From an optimization exercise on the open Yosys and OpenROAD flow, aimed at small area and a short achievable clock period; shortcuts taken in it are not production practice.
Only simulation tests tie the RTL to the original design; equivalence was not proved.
Power and IR drop assume default switching activity.

## flow/design.v (module list and top-level ports; edited modules follow where they fit)
// module g_aoi21: 3 lines
// module g_inv: 3 lines
// module g_nand2: 3 lines
// module g_nor2: 3 lines
// module g_oai21: 3 lines
// module g_xnor2: 3 lines
// module g_xor2: 3 lines
// module doubling_adder_top: 1455 lines
module doubling_adder_top (
  input  logic                  clk,
  input  logic                  arst_n,
  input  logic                  in_valid,
  input  logic [64-1:0] a,
  input  logic [64-1:0] b,
  input  logic                  cin,
  output logic [64:0]   sum,
  output logic                  out_valid
);
  // ...
==> flow/flow/run.sh <==
#!/bin/bash
# Layout flow: the standard flow (standard.sh, unchanged synthesis) with
#  - the port buffers of buffer_ports set to the smallest buffer, which
#    repair_timing then sizes up where timing needs it (every port still gets
#    its own buffer);
#  - power recovery after global routing, which sizes down gates that have
#    timing slack to spare.
set -euo pipefail
bash standard.sh finish BUFFER_PORTS_ARGS="-buffer_cell sky130_fd_sc_hd__buf_1" RECOVER_POWER=100 > standard_flow.log 2>&1
==> flow/standard.sh <==
#!/bin/bash
# synth_recipe.tcl (not shown) runs the flow's synth.tcl, then flattens the netlist and writes it again
# the make line also repeats each setting of config.mk as NAME=value (left out here)
make -C /OpenROAD-flow-scripts/flow DESIGN_CONFIG=/design/flow/config.mk WORK_HOME=/design/flow/orfs CLKGATE_MAP_FILE= SYNTH_SCRIPT=/design/flow/synth_recipe.tcl "${@:-finish}"
==> flow/config.mk <==
export PLATFORM = sky130hd
export DESIGN_NAME = doubling_adder_top
export DESIGN_NICKNAME = doubling_adder_top
export VERILOG_FILES = /design/flow/design.v
export SDC_FILE = /design/flow/constraint.sdc
export NUM_CORES = 4
export LEC_CHECK = 0
export CAP_MARGIN = 20
export CORE_MARGIN = 2
export CORE_UTILIZATION = 50
export HOLD_SLACK_MARGIN = 0.05
export SETUP_SLACK_MARGIN = 1.6
export SLEW_MARGIN = 20
export SYNTH_HIERARCHICAL = 1
export SYNTH_MINIMUM_KEEP_SIZE = 0
==> flow/constraint.sdc <==
create_clock -name core_clock -period 3.2 [get_ports {clk}]
set_input_delay 0.6400 -clock core_clock [delete_from_list [all_inputs] [get_ports {clk}]]
set_output_delay 0.6400 -clock core_clock [all_outputs]
set_load 0.01 [all_outputs]
==> results.toml, run 1 <==
[outcome]
status = "failed layout checks"
violations = "max-capacitance violations, max-slew violations"

[layout]
ff_latch_area_mm2 = 0.00315
largest_reg_flops = 65
drive_above_1_share_pct = 15.1
stdcell_count = 1521
syn_to_final_growth_pct = 22.8
top_register = "sum"
nonClkBufAreaFrac_pct = 9.88

[timing]
tightestPinTransition_ps = 1620
drv_slew = 39
max_slew_margin_pct = -7.91

[cts]
cts_hold_buf = 0
cts_root_buf = "clkbuf_16"

[routing]
postRouteAntennaNets = 0
route.met3.wl_mm = 1.01

[floorplanning]
initial_core_util_pct = 50.9
row_count = 47

[logic_synthesis]
synth-xor-area-share_pct = 16.1
synth_largest_area_cell = "dfrtp_1"
synth_flop_cell = "dfxtp_1"
synth.area.mux_share_pct = 2.55
synth-edff-count = 0
synthTopCellsByArea = "dfrtp_1 (20%), dfxtp_1 (17%), xor2_1 (11%)"

[pwr]
clkPwrFrac_pct = 33.1
power_mw = 6.01

[global_routing]
grt_util_met3_pct = 5.56
grt_use_met1_pct = 28.9
grt_max_degree = 40
grt_pass1_wl_mm = 32.5
grt_busiest_layer = "met2"

[setup_path]
start_kind = "primary input"
r2r_end = "sum[46]$_DFFE_PN0P_"
path_depth = 9
path_buf_inv = 3

[run]
timing.max_cap.violations = 1
==> run 2, diff against run 1 <==
==> flow/flow/run.sh (replaced) <==
#!/bin/bash
# Layout flow: the standard flow (standard.sh, unchanged synthesis) with
#  - the port buffers of buffer_ports set to the smallest buffer, which
#    repair_timing then sizes up where timing needs it (every port still gets
#    its own buffer);
#  - clock tree synthesis with larger sink clusters, mid-size clock buffers and
#    no dummy loads.
set -euo pipefail
bash standard.sh finish BUFFER_PORTS_ARGS="-buffer_cell sky130_fd_sc_hd__buf_1" \
  CTS_ARGS="-sink_clustering_enable -repair_clock_nets -dont_use_dummy_load -sink_clustering_size 24 -buf_list sky130_fd_sc_hd__clkbuf_8" \
  > standard_flow.log 2>&1
==> results.toml, run 2 <==
[timing]
max_freq_mhz = 612
final_hold_viol_count = 0
setup_viol = 0
worst_clock_skew_ps = 22.0
post-route-period-util_pct = 51.1
fin_tns_setup_ps = 0
drv_slew = 0
tightestPinTransition_ps = 539
rsz0062_at_grt = "yes"
fin_crit_ps = 1630
max_slew_margin_pct = 64.1

[pwr]
power.internal_mw = 3.46
clkPwrFrac_pct = 19.3
swShare_pct = 34.0
p_sw_mw = 1.78
sequentialPowerShare_pct = 46.1
power_leakage_nw = 4.20
power.density_mw_per_mm2 = 508
peakVddDrop_v = 0.000299
p_comb_share_pct = 34.6

[logic_synthesis]
synth.distinct_cells = 36
yosysMostFrequentCell = "nor2_1"
yosysWarnings = 7
synth_top_family_by_area = "simple AND/OR/NAND/NOR gates"
synth_largest_area_cell = "dfrtp_1"
synth-edff-count = 0
ys_async_sr_fraction_pct = 48.6
avgSynthCellArea_um2 = 7.96
synth_nets = 1188
synth_compound_area_share_pct = 20.4
synthTopCellsByArea = "dfrtp_1 (20%), dfxtp_1 (17%), xor2_1 (11%)"
synth_common_cells = "nor2_1 (229), nand2_1 (138), o21ai_1 (109), xor2_1 (103), a21oi_2 (88)"
synth_flop_cell = "dfxtp_1"
synth_fa_ha_area_share_pct = 0.448
synthCells = 1053
syn-cell-area_mm2 = 0.00838
yosysSeqAreaShare_pct = 37.0
synth_simple_gate_area_share_pct = 21.3
synth-xor-area-share_pct = 16.1
synth_top_area_share_pct = 20.0
synth.area.mux_share_pct = 2.55
ys_seq_elements = 138

[layout]
finalNetCount = 1434
final_common_cell = "nor2_1"
antennaDiodeCount = 0
top_register = "sum"
final_cell_mix = "nor2_1 (228), nand2_1 (136), buf_1 (134), xor2_1 (103), o21ai_1 (102)"
largest_reg_flops = 65
ff_latch_area_mm2 = 0.00315
fillCellCount = 1579
multiInputGateArea_mm2 = 0.00522
drive_above_1_share_pct = 21.7
top_regs = "sum x65, s_q x64, g_q x4"
syn_to_final_growth_pct = 23.4
fin_area_mm2 = 0.0103

[place]
gp_congestion = 0.890
dp_hpwl_mm = 15.5
portBuffers = 197
placed_area_mm2 = 0.00943

[setup_path]
cp-startpoint = "s_q[22]$_DFF_P_"
reg2reg_depth = 4
r2r_end = "sum[31]$_DFFE_PN0P_"
critPathMaxFanout = 3
start_kind = "flip-flop"
endpoint_kind = "flip-flop"
reg2reg_from = "s_q[22]$_DFF_P_"
critical_path_class = "reg -> reg"
cp.required_ps = 3560
crit_arrival_ps = 2000
r2r_slack_ps = 1570
critPathCapture = "sum[31]$_DFFE_PN0P_"

[floorplanning]
io_pins = 198
row_count = 47
core_area_mm2 = 0.0165
initial_core_util_pct = 50.9
fp.dieH_um = 133
chipWidth_um = 133
die-area_mm2 = 0.0178

[routing]
vias = 7653
via_per_inst = 5.04
firstDrtPassIters = 5
postRouteAntennaNets = 0
dr.first_iter.drc_count = 369
post_drt_wl_per_cell_um = 13.2
wl_mm = 20.0
drc_errors = 0

[cts]
cts_htree_levels = 4
path_clk_slew_ps = 70
cts_num_sinks = 138
clk_latency_ps = 440
numCtsBuffers = 17
cts_root_buf = "clkbuf_8"
clk_path_buf_depth = 2
cts_tree = "built"

[global_routing]
grt_pass1_wl_mm = 32.4
grt_pass1_vias = 7031
gr-usage-all-layers_pct = 22.6
antenna_found_initial = 0
gr-total-overflow = 0
grt_max_degree = 40

[outcome]
status = "finished clean"

[run]
timing.max_cap.violations = 0

[worst_hold_path]
hold_path.class = "in -> async"
-- run 2: cell counts after synthesis --
Identical to the previous run, type by type.
-- run 2: power groups by stage --
stage | Clock (mW) | Sequential [mW] | Combinational (mW)
finish | 1.01 | 2.42 | 1.82
global route | 1.13 | 2.46 | 2.01
CTS | 1.06 | 2.41 | 1.71
detailed placement | 0 | 2.43 | 1.50
global placement | 0 | 2.42 | 1.50
floorplan | 0 | 2.45 | 0.947
-- run 2: final cells by class --
cell class	count	share of cell area (%)
Tap cell	220	2.66
Multi-Input combinational cell	865	50.5
Sequential cell	138	30.5
Timing Repair Buffer	243	12.9
Clock buffer	17	2.26
Inverter	34	1.23
-- run 2: worst min path at each step --
stage / from / endpoint / cells after the start
6_report: arst_n / sum[15]$_DFFE_PN0P_ / 1
5_1_grt: arst_n / sum[13]$_DFFE_PN0P_ / 1
4_1_cts: arst_n / sum[15]$_DFFE_PN0P_ / 1
3_5_place_dp: s_q[13]$_DFF_P_ / sum[13]$_DFFE_PN0P_ / 1
3_3_place_gp: s_q[7]$_DFF_P_ / sum[7]$_DFFE_PN0P_ / 1
2_1_floorplan: arst_n / out_valid$_DFF_PN0_ / 0
-- run 2: cells by family after synthesis --
kind of cell / count (synthesis)
multiplexers: 19
adder cells (fa/ha/maj): 3
AND/OR/NAND/NOR: 425
XOR/XNOR: 154
flip-flops: 138
AO/OA/AOI/OAI: 264
buffers and inverters: 50
-- run 2: critical path, stage by stage (launching register included) --
cell     delay, ps
dfxtp_2        360
nand4_4        120
or4_4          530
or4_4          420
a31oi_1        130
-- run 2: layer usage --
metal,track usage [%],vias to the layer above,wire (um)
met4,6.44,0,274
met1,29.3,3403,9260
met3,4.72,22,946
li1,-,4062,-
met2,38.2,166,9530
met5,0,-,0
-- run 2: per-stage QoR --
step                hold slack (ps)  power, mW  cells  utilization, %  setup WS (ps)
floorplan                       344       3.40   1053               -           1540
global placement                443       3.92   1458            57.2           1200
detailed placement              448       3.93   1458            57.2           1200
CTS                             101       5.17   1497            61.2           1540
global route                    109       5.60   1517            62.8           1490
finish                          115       5.25   1517            62.8           1570
-- run 2: what timing repair did --
| action | 4_1_cts | 5_1_grt |
|---|---|---|
| setup endpoints to repair | 75 | 73 |
| gates cloned | 0 | 0 |
| hold buffers | 0 | 0 |
| gates resized for setup | 88 | 49 |
| buffers inserted | 22 | 20 |
| pin swaps | 4 | 7 |
-- run 2: Yosys stat by module, one instance, submodules excluded --
module / cells / copies in the design / flops+latches
g_aoi21: 1 / 88 / 0
g_nand2: 1 / 127 / 0
g_oai21: 1 / 109 / 0
g_xor2: 1 / 86 / 0
g_xnor2: 1 / 39 / 0
g_nor2: 1 / 182 / 0
doubling_adder_top: 394 / 1 / 138
g_inv: 1 / 28 / 0
==> run 3, diff against run 2 <==
--- a/flow/config.mk
+++ b/flow/config.mk
@@ -11,3 +11,3 @@
 export HOLD_SLACK_MARGIN = 0.05
-export SETUP_SLACK_MARGIN = 1.6
+export SETUP_SLACK_MARGIN = 1.7
 export SLEW_MARGIN = 20
==> results.toml, run 3 <==
[logic_synthesis]
synthTopCellsByArea = "dfrtp_1 (20%), dfxtp_1 (17%), xor2_1 (11%)"
synth_flop_cell = "dfxtp_1"
syn-cell-area_mm2 = 0.00838
synth_nets = 1188
synth_largest_area_cell = "dfrtp_1"
yosysSeqAreaShare_pct = 37.0
synth_top_area_share_pct = 20.0
synth_common_cells = "nor2_1 (229), nand2_1 (138), o21ai_1 (109), xor2_1 (103), a21oi_2 (88)"
synth-edff-count = 0
yosysWarnings = 7
ys_seq_elements = 138
synthCells = 1053
avgSynthCellArea_um2 = 7.96
synth.distinct_cells = 36
ys_async_sr_fraction_pct = 48.6
yosysMostFrequentCell = "nor2_1"

[worst_hold_path]
hold_path.class = "in -> async"

[setup_path]
slowest_stage = "dfrtp_1"
start_kind = "flip-flop"
cp_cell_sequence = "clkbuf_2"
critical_path_class = "reg -> out"
crit_arrival_ps = 1010
cp.required_ps = 2560
path_buf_inv = 1
critPathMaxFanout = 2
endpoint_kind = "output pin"
slowest_delay_ps = 420
path_delay_family = "flip-flops"

[routing]
wl_mm = 20.7
dr.first_iter.drc_count = 391
drc_errors = 0
vias = 7769
firstDrtPassIters = 5
post_drt_wl_per_cell_um = 13.5
via_per_inst = 5.08
postRouteAntennaNets = 0

[floorplanning]
row_count = 47
core_area_mm2 = 0.0165
chipWidth_um = 133
initial_core_util_pct = 50.9
io_pins = 198
die-area_mm2 = 0.0178
fp.dieH_um = 133

[layout]
fin_area_mm2 = 0.0105
top_regs = "sum x65, s_q x64, g_q x4"
syn_to_final_growth_pct = 25.9
fillCellCount = 1580
largest_reg_flops = 65
final_cell_mix = "nor2_1 (217), nand2_1 (135), buf_1 (128), xor2_1 (103), o21ai_1 (90)"
final_common_cell = "nor2_1"
antennaDiodeCount = 0
drive_above_1_share_pct = 25.3
top_register = "sum"
post-route-util_pct = 64.1
finalNetCount = 1447

[pwr]
sequentialPowerShare_pct = 45.7
p_comb_share_pct = 35.1
swShare_pct = 34.3
power_leakage_nw = 4.30
power.density_mw_per_mm2 = 503
clkPwrFrac_pct = 19.2
power.internal_mw = 3.49
peakVddDrop_v = 0.000248
p_sw_mw = 1.82

[cts]
cts_htree_levels = 4
cts_root_buf = "clkbuf_8"
path_clk_slew_ps = 80
clk_path_buf_depth = 2
numCtsBuffers = 17
cts_num_sinks = 138
cts_tree = "built"
clk_latency_ps = 450

[place]
placed_area_mm2 = 0.00951
portBuffers = 197
gp_congestion = 0.920
dp_hpwl_mm = 15.8

[timing]
post-route-period-util_pct = 51.6
fin_tns_setup_ps = 0
tightestPinTransition_ps = 666
max_slew_margin_pct = 55.6
fin_crit_ps = 1650
rsz0062_at_grt = "yes"
drv_slew = 0
setup_viol = 0
max_freq_mhz = 606
final_hold_viol_count = 0
worst_clock_skew_ps = 26.8

[global_routing]
grt_pass1_wl_mm = 32.9
gr-usage-all-layers_pct = 22.9
grt_pass1_vias = 7211
gr-total-overflow = 0
antenna_found_initial = 0
grt_max_degree = 41

[run]
timing.max_cap.violations = 0

[outcome]
status = "finished clean"
## run 3: cell count changes in the layout (fill, tap and decap cells not counted), moves of 8 or more
cell,change
buf_4,+8
dfxtp_2,+9
nor2_1,-11
nor2_2,+11
o21ai_1,-12
o21ai_2,+11
## run 3: power groups by stage
stage / combinational, mW / clock, mW / sequential [mW]
2_1_floorplan: 0.967 / 0 / 2.45
3_3_place_gp: 1.51 / 0 / 2.42
3_5_place_dp: 1.52 / 0 / 2.43
4_1_cts: 1.71 / 1.05 / 2.41
5_1_grt: 2.05 / 1.11 / 2.47
6_report: 1.86 / 1.02 / 2.42
## run 3: kinds of logic (layout without fill, tap and decap cells)
| group | after synthesis | in the layout | share of synthesized area (%) |
|---|---|---|---|
| buffers and inverters | 50 | 305 | 2.27 |
| multiplexers | 19 | 19 | 2.55 |
| flip-flops | 138 | 138 | 37.0 |
| AO/OA/AOI/OAI | 264 | 265 | 20.4 |
| XOR/XNOR | 154 | 154 | 16.1 |
| adder cells (fa/ha/maj) | 3 | 3 | 0.448 |
| AND/OR/NAND/NOR | 425 | 426 | 21.3 |
## run 3: path summary, 6_finish.rpt
kind | startpoint | to | slack (ps) | cells after the start
worst max-delay path | sum[49]$_DFFE_PN0P_ | sum[49] | 1550 | 1
worst min-delay path | arst_n | sum[54]$_DFFE_PN0P_ | 230 | 1
worst max register to register | s_q[23]$_DFF_P_ | sum[31]$_DFFE_PN0P_ | 1560 | 4
worst min register to register | s_q[3]$_DFF_P_ | sum[3]$_DFFE_PN0P_ | 450 | 1
max in group asynchronous | arst_n | sum[41]$_DFFE_PN0P_ | 2310 | 2
min in group core_clock | in_valid | valid_q$_DFF_PN0_ | 330 | 1
## run 3: final cells by class
cell class	count	area, um^2	area share (%)
multi-input combinational	867	5340	50.6
clock buffer	17	234	2.22
timing repair buffer	254	1420	13.5
inverter	34	128	1.21
sequential	138	3150	29.9
tap	220	275	2.61
## run 3: modules after synthesis, one instance, submodules excluded
module / area [um^2] / cells inside / copies in the design
doubling_adder_top: 4700 / 394 / 1
g_aoi21: 8.76 / 1 / 88
g_xnor2: 8.76 / 1 / 39
g_xor2: 8.76 / 1 / 86
g_oai21: 5.00 / 1 / 109
g_inv: 3.75 / 1 / 28
g_nand2: 3.75 / 1 / 127
g_nor2: 3.75 / 1 / 182
## run 3: routing by layer
metal  share of wire, %  track usage (%)  up-vias
met4                1.5             7.33        0
met5                  0                0        -
met3                4.5             4.34       16
met1                 46             29.4     3501
li1                   -                -     4075
met2                 48             38.9      177
## run 3: through the flow
stage                     worst slack [ps]  hold slack (ps)  power [mW]  instances
after floorplan                       1540              344        3.42       1053
final                                 1550              229        5.30       1530
after global placement                1210              442        3.93       1457
after CTS                             1500              219        5.17       1494
after global routing                  1490              264        5.63       1530
after detailed placement              1160              448        3.96       1457
## run 3: timing repair
| action | 4_1_cts | 5_1_grt |
|---|---|---|
| hold buffers | 0 | 0 |
| cloned | 0 | 2 |
| pin swaps | 5 | 19 |
| setup buffers | 20 | 34 |
| setup endpoints to repair | 95 | 89 |
| gates resized for setup | 81 | 63 |
==> run 4, diff against run 3 <==
==> flow/flow/run.sh (replaced) <==
#!/bin/bash
# Layout flow: the standard flow (standard.sh, unchanged synthesis) with the
# port buffers of buffer_ports set to the smallest buffer, which repair_timing
# then sizes up where timing needs it. Every port still gets its own buffer.
set -euo pipefail
bash standard.sh finish BUFFER_PORTS_ARGS="-buffer_cell sky130_fd_sc_hd__buf_1" > standard_flow.log 2>&1
--- a/flow/config.mk
+++ b/flow/config.mk
@@ -11,3 +11,3 @@
 export HOLD_SLACK_MARGIN = 0.05
-export SETUP_SLACK_MARGIN = 1.7
+export SETUP_SLACK_MARGIN = 1.6
 export SLEW_MARGIN = 20
==> results.toml, run 4 <==
[outcome]
status = "finished clean"

[routing]
firstDrtPassIters = 5
postRouteAntennaNets = 0
wl_mm = 20.1
vias = 7673
route.met3.wl_mm = 1.08
met2WireLength_mm = 9.61
wl_met1_mm = 9.20
via_per_inst = 5.04
drc_errors = 0
dr.first_iter.drc_count = 315
post_drt_wl_per_cell_um = 13.2
topRoutingLayerUsed = "met4"

[global_routing]
grt_max_degree = 40
antenna_found_initial = 0
grt_pass1_wl_mm = 32.5
gr-total-overflow = 0
gr-usage-all-layers_pct = 22.7
grt_pass1_vias = 7049

[timing]
max_slew_margin_pct = 65.0
max_freq_mhz = 614
drv_slew = 0
final_hold_viol_count = 0
fin_crit_ps = 1630
fin_tns_setup_ps = 0
worst_clock_skew_ps = 14.0
setup_viol = 0
post-route-period-util_pct = 50.9
tightestPinTransition_ps = 526
rsz0062_at_grt = "yes"

[setup_path]
critical_path_class = "reg -> reg"
endpoint_kind = "flip-flop"
path_delay_family = "simple AND/OR/NAND/NOR gates"
slowest_delay_ps = 530
reg2reg_depth = 4
start_kind = "flip-flop"
path_common_cell = "or4_4"
crit_arrival_ps = 1970
critPathMaxFanout = 3
cp.required_ps = 3540
slowest_stage = "or4_4"
cp_cell_sequence = "nand4_4 > or4_4 > or4_4 > a31oi_1"
path_depth = 4
path_buf_inv = 0

[logic_synthesis]
synth_largest_area_cell = "dfrtp_1"
synth_nets = 1188
synth.distinct_cells = 36
ys_seq_elements = 138
yosysWarnings = 7
ys_async_sr_fraction_pct = 48.6
avgSynthCellArea_um2 = 7.96
synthCells = 1053
syn-cell-area_mm2 = 0.00838
synth-edff-count = 0
synthTopCellsByArea = "dfrtp_1 (20%), dfxtp_1 (17%), xor2_1 (11%)"
synth_common_cells = "nor2_1 (229), nand2_1 (138), o21ai_1 (109), xor2_1 (103), a21oi_2 (88)"
yosysMostFrequentCell = "nor2_1"
synth_flop_cell = "dfxtp_1"
yosysSeqAreaShare_pct = 37.0
synth_top_area_share_pct = 20.0

[floorplanning]
fp.dieH_um = 133
die-area_mm2 = 0.0178
io_pins = 198
core_area_mm2 = 0.0165
initial_core_util_pct = 50.9
row_count = 47
chipWidth_um = 133

[cts]
clk_path_buf_depth = 2
clk_latency_ps = 420
cts_root_buf = "clkbuf_16"
cts_hold_buf = 0
cts_num_sinks = 138
cts_htree_levels = 4
numCtsBuffers = 17
path_clk_slew_ps = 60
cts_tree = "built"

[layout]
largest_reg_flops = 65
multiInputGateArea_mm2 = 0.00523
fillCellCount = 1518
drive_above_1_share_pct = 20.9
final_cell_mix = "nor2_1 (228), buf_1 (146), nand2_1 (136), xor2_1 (103), o21ai_1 (101)"
ff_latch_area_mm2 = 0.00315
fin_area_mm2 = 0.0106
top_regs = "sum x65, s_q x64, g_q x4"
post-route-util_pct = 64.4
final_common_cell = "nor2_1"
antennaDiodeCount = 0
syn_to_final_growth_pct = 26.7
top_register = "sum"
finalNetCount = 1423

[pwr]
power.density_mw_per_mm2 = 581
power_leakage_nw = 4.27
peakVddDrop_v = 0.000400

[place]
placed_area_mm2 = 0.00943
gp_congestion = 0.890
dp_hpwl_mm = 15.5
portBuffers = 197

[run]
timing.max_cap.violations = 0

[worst_hold_path]
hold_path.class = "in -> async"
## run 4: cell count changes in the layout (fill, tap and decap cells not counted), moves of 4 or more
cell	delta
buf_1	+18
clkbuf_2	-10
clkinv_2	+4
buf_4	-19
nor2_2	-11
clkbuf_16	+17
clkbuf_8	-15
nor2_1	+11
clkinvlp_4	+4
o21ai_2	-12
dfxtp_1	+6
o21ai_1	+11
buf_2	-10
dfxtp_2	-8
## run 4: per-module statistics from Yosys, one instance, submodules excluded
| module | copies in the design | cells inside | flops+latches |
|---|---|---|---|
| g_nand2 | 127 | 1 | 0 |
| g_aoi21 | 88 | 1 | 0 |
| g_xnor2 | 39 | 1 | 0 |
| g_oai21 | 109 | 1 | 0 |
| g_inv | 28 | 1 | 0 |
| doubling_adder_top | 1 | 394 | 138 |
| g_xor2 | 86 | 1 | 0 |
| g_nor2 | 182 | 1 | 0 |
## run 4: cell type report
type / count / share of cell area (%)
sequential: 138 / 29.7
inverter: 34 / 1.20
timing repair buffer: 232 / 11.5
multi-input combinational: 865 / 49.3
clock buffer: 20 / 4.30
tap: 220 / 2.59
clock inverter: 12 / 1.40
## run 4: repair_timing
item,4_1_cts,5_1_grt
pin swaps,3,5
buffers inserted,11,20
endpoints found under the hold margin,0,0
resized for setup,61,66
endpoints found under the setup margin,45,65
## run 4: routing by layer
metal	GRT usage (%)	vias to the layer above
met5	0	-
met4	5.85	0
met3	5.56	17
met2	38.8	182
met1	28.9	3410
li1	-	4064
## run 4: per-stage QoR
stage                     power, mW  cells  setup slack, ps  hold WS, ps
final                          6.16   1521             1570          127
after global routing           6.52   1521             1490          143
after CTS                      6.05   1501             1560          132
after detailed placement       3.93   1458             1200          448
after global placement         3.92   1458             1200          443
after floorplan                3.40   1053             1540          344
## run 4: cells by family (layout without fill, tap and decap cells)
family	Yosys count	count (layout)	share of synthesized area, %
compound gates	264	264	20.4
buf+inv	50	298	2.27
xor+xnor	154	154	16.1
flops	138	138	37.0
simple gates	425	425	21.3
fa+ha+maj	3	3	0.448
mux	19	19	2.55
## run 4: path summary, 6_finish.rpt
kind | startpoint | end | slack [ps]
min reg2reg | s_q[10]$_DFF_P_ | sum[10]$_DFFE_PN0P_ | 460
min | arst_n | sum[15]$_DFFE_PN0P_ | 130
max in group asynchronous | arst_n | sum[8]$_DFFE_PN0P_ | 2440
max | s_q[22]$_DFF_P_ | sum[31]$_DFFE_PN0P_ | 1570
min in group core_clock | in_valid | valid_q$_DFF_PN0_ | 330
max reg2reg | s_q[22]$_DFF_P_ | sum[31]$_DFFE_PN0P_ | 1570
## run 4: power by group
part | internal [mW] | total [mW] | switching [mW]
sequential | 2.13 | 2.42 | 0.281
combinational | 0.812 | 1.76 | 0.948
clock | 1.26 | 1.99 | 0.727

## re-timing with driven ports
The results above use ideal ports. As a check the final layouts listed here were re-extracted and re-timed, cells and wires unchanged. Step 1 (the two cells are an assumption about what drives the block):
set clk [get_ports {clk}]
set_driving_cell -lib_cell sky130_fd_sc_hd__clkbuf_16 $clk
set_driving_cell -lib_cell sky130_fd_sc_hd__buf_2 [delete_from_list [all_inputs] $clk]
Step 2 also shifts input and output timing later by t, the mid clock arrival at the registers, as if the neighbouring blocks saw the same clock. a / b / c = ideal ports / drivers / drivers and shift; a / b = the first two.
run | t (ns) | setup slack, ns | clock arrival spread, ns
run 1 | 0.458 | 0.958 / 0.975 / 0.518 | 0.012 / 0.013
run 2 | 0.466 | 1.566 / 1.549 / 1.218 | 0.022 / 0.022
run 3 | 0.473 | 1.549 / 1.512 / 1.291 | 0.027 / 0.027
run 4 | 0.458 | 1.571 / 1.558 / 1.231 | 0.014 / 0.014
For run 1, which loses most, drivers alone change the setup slack by +0.017 ns; drivers and shift together by -0.440 ns.
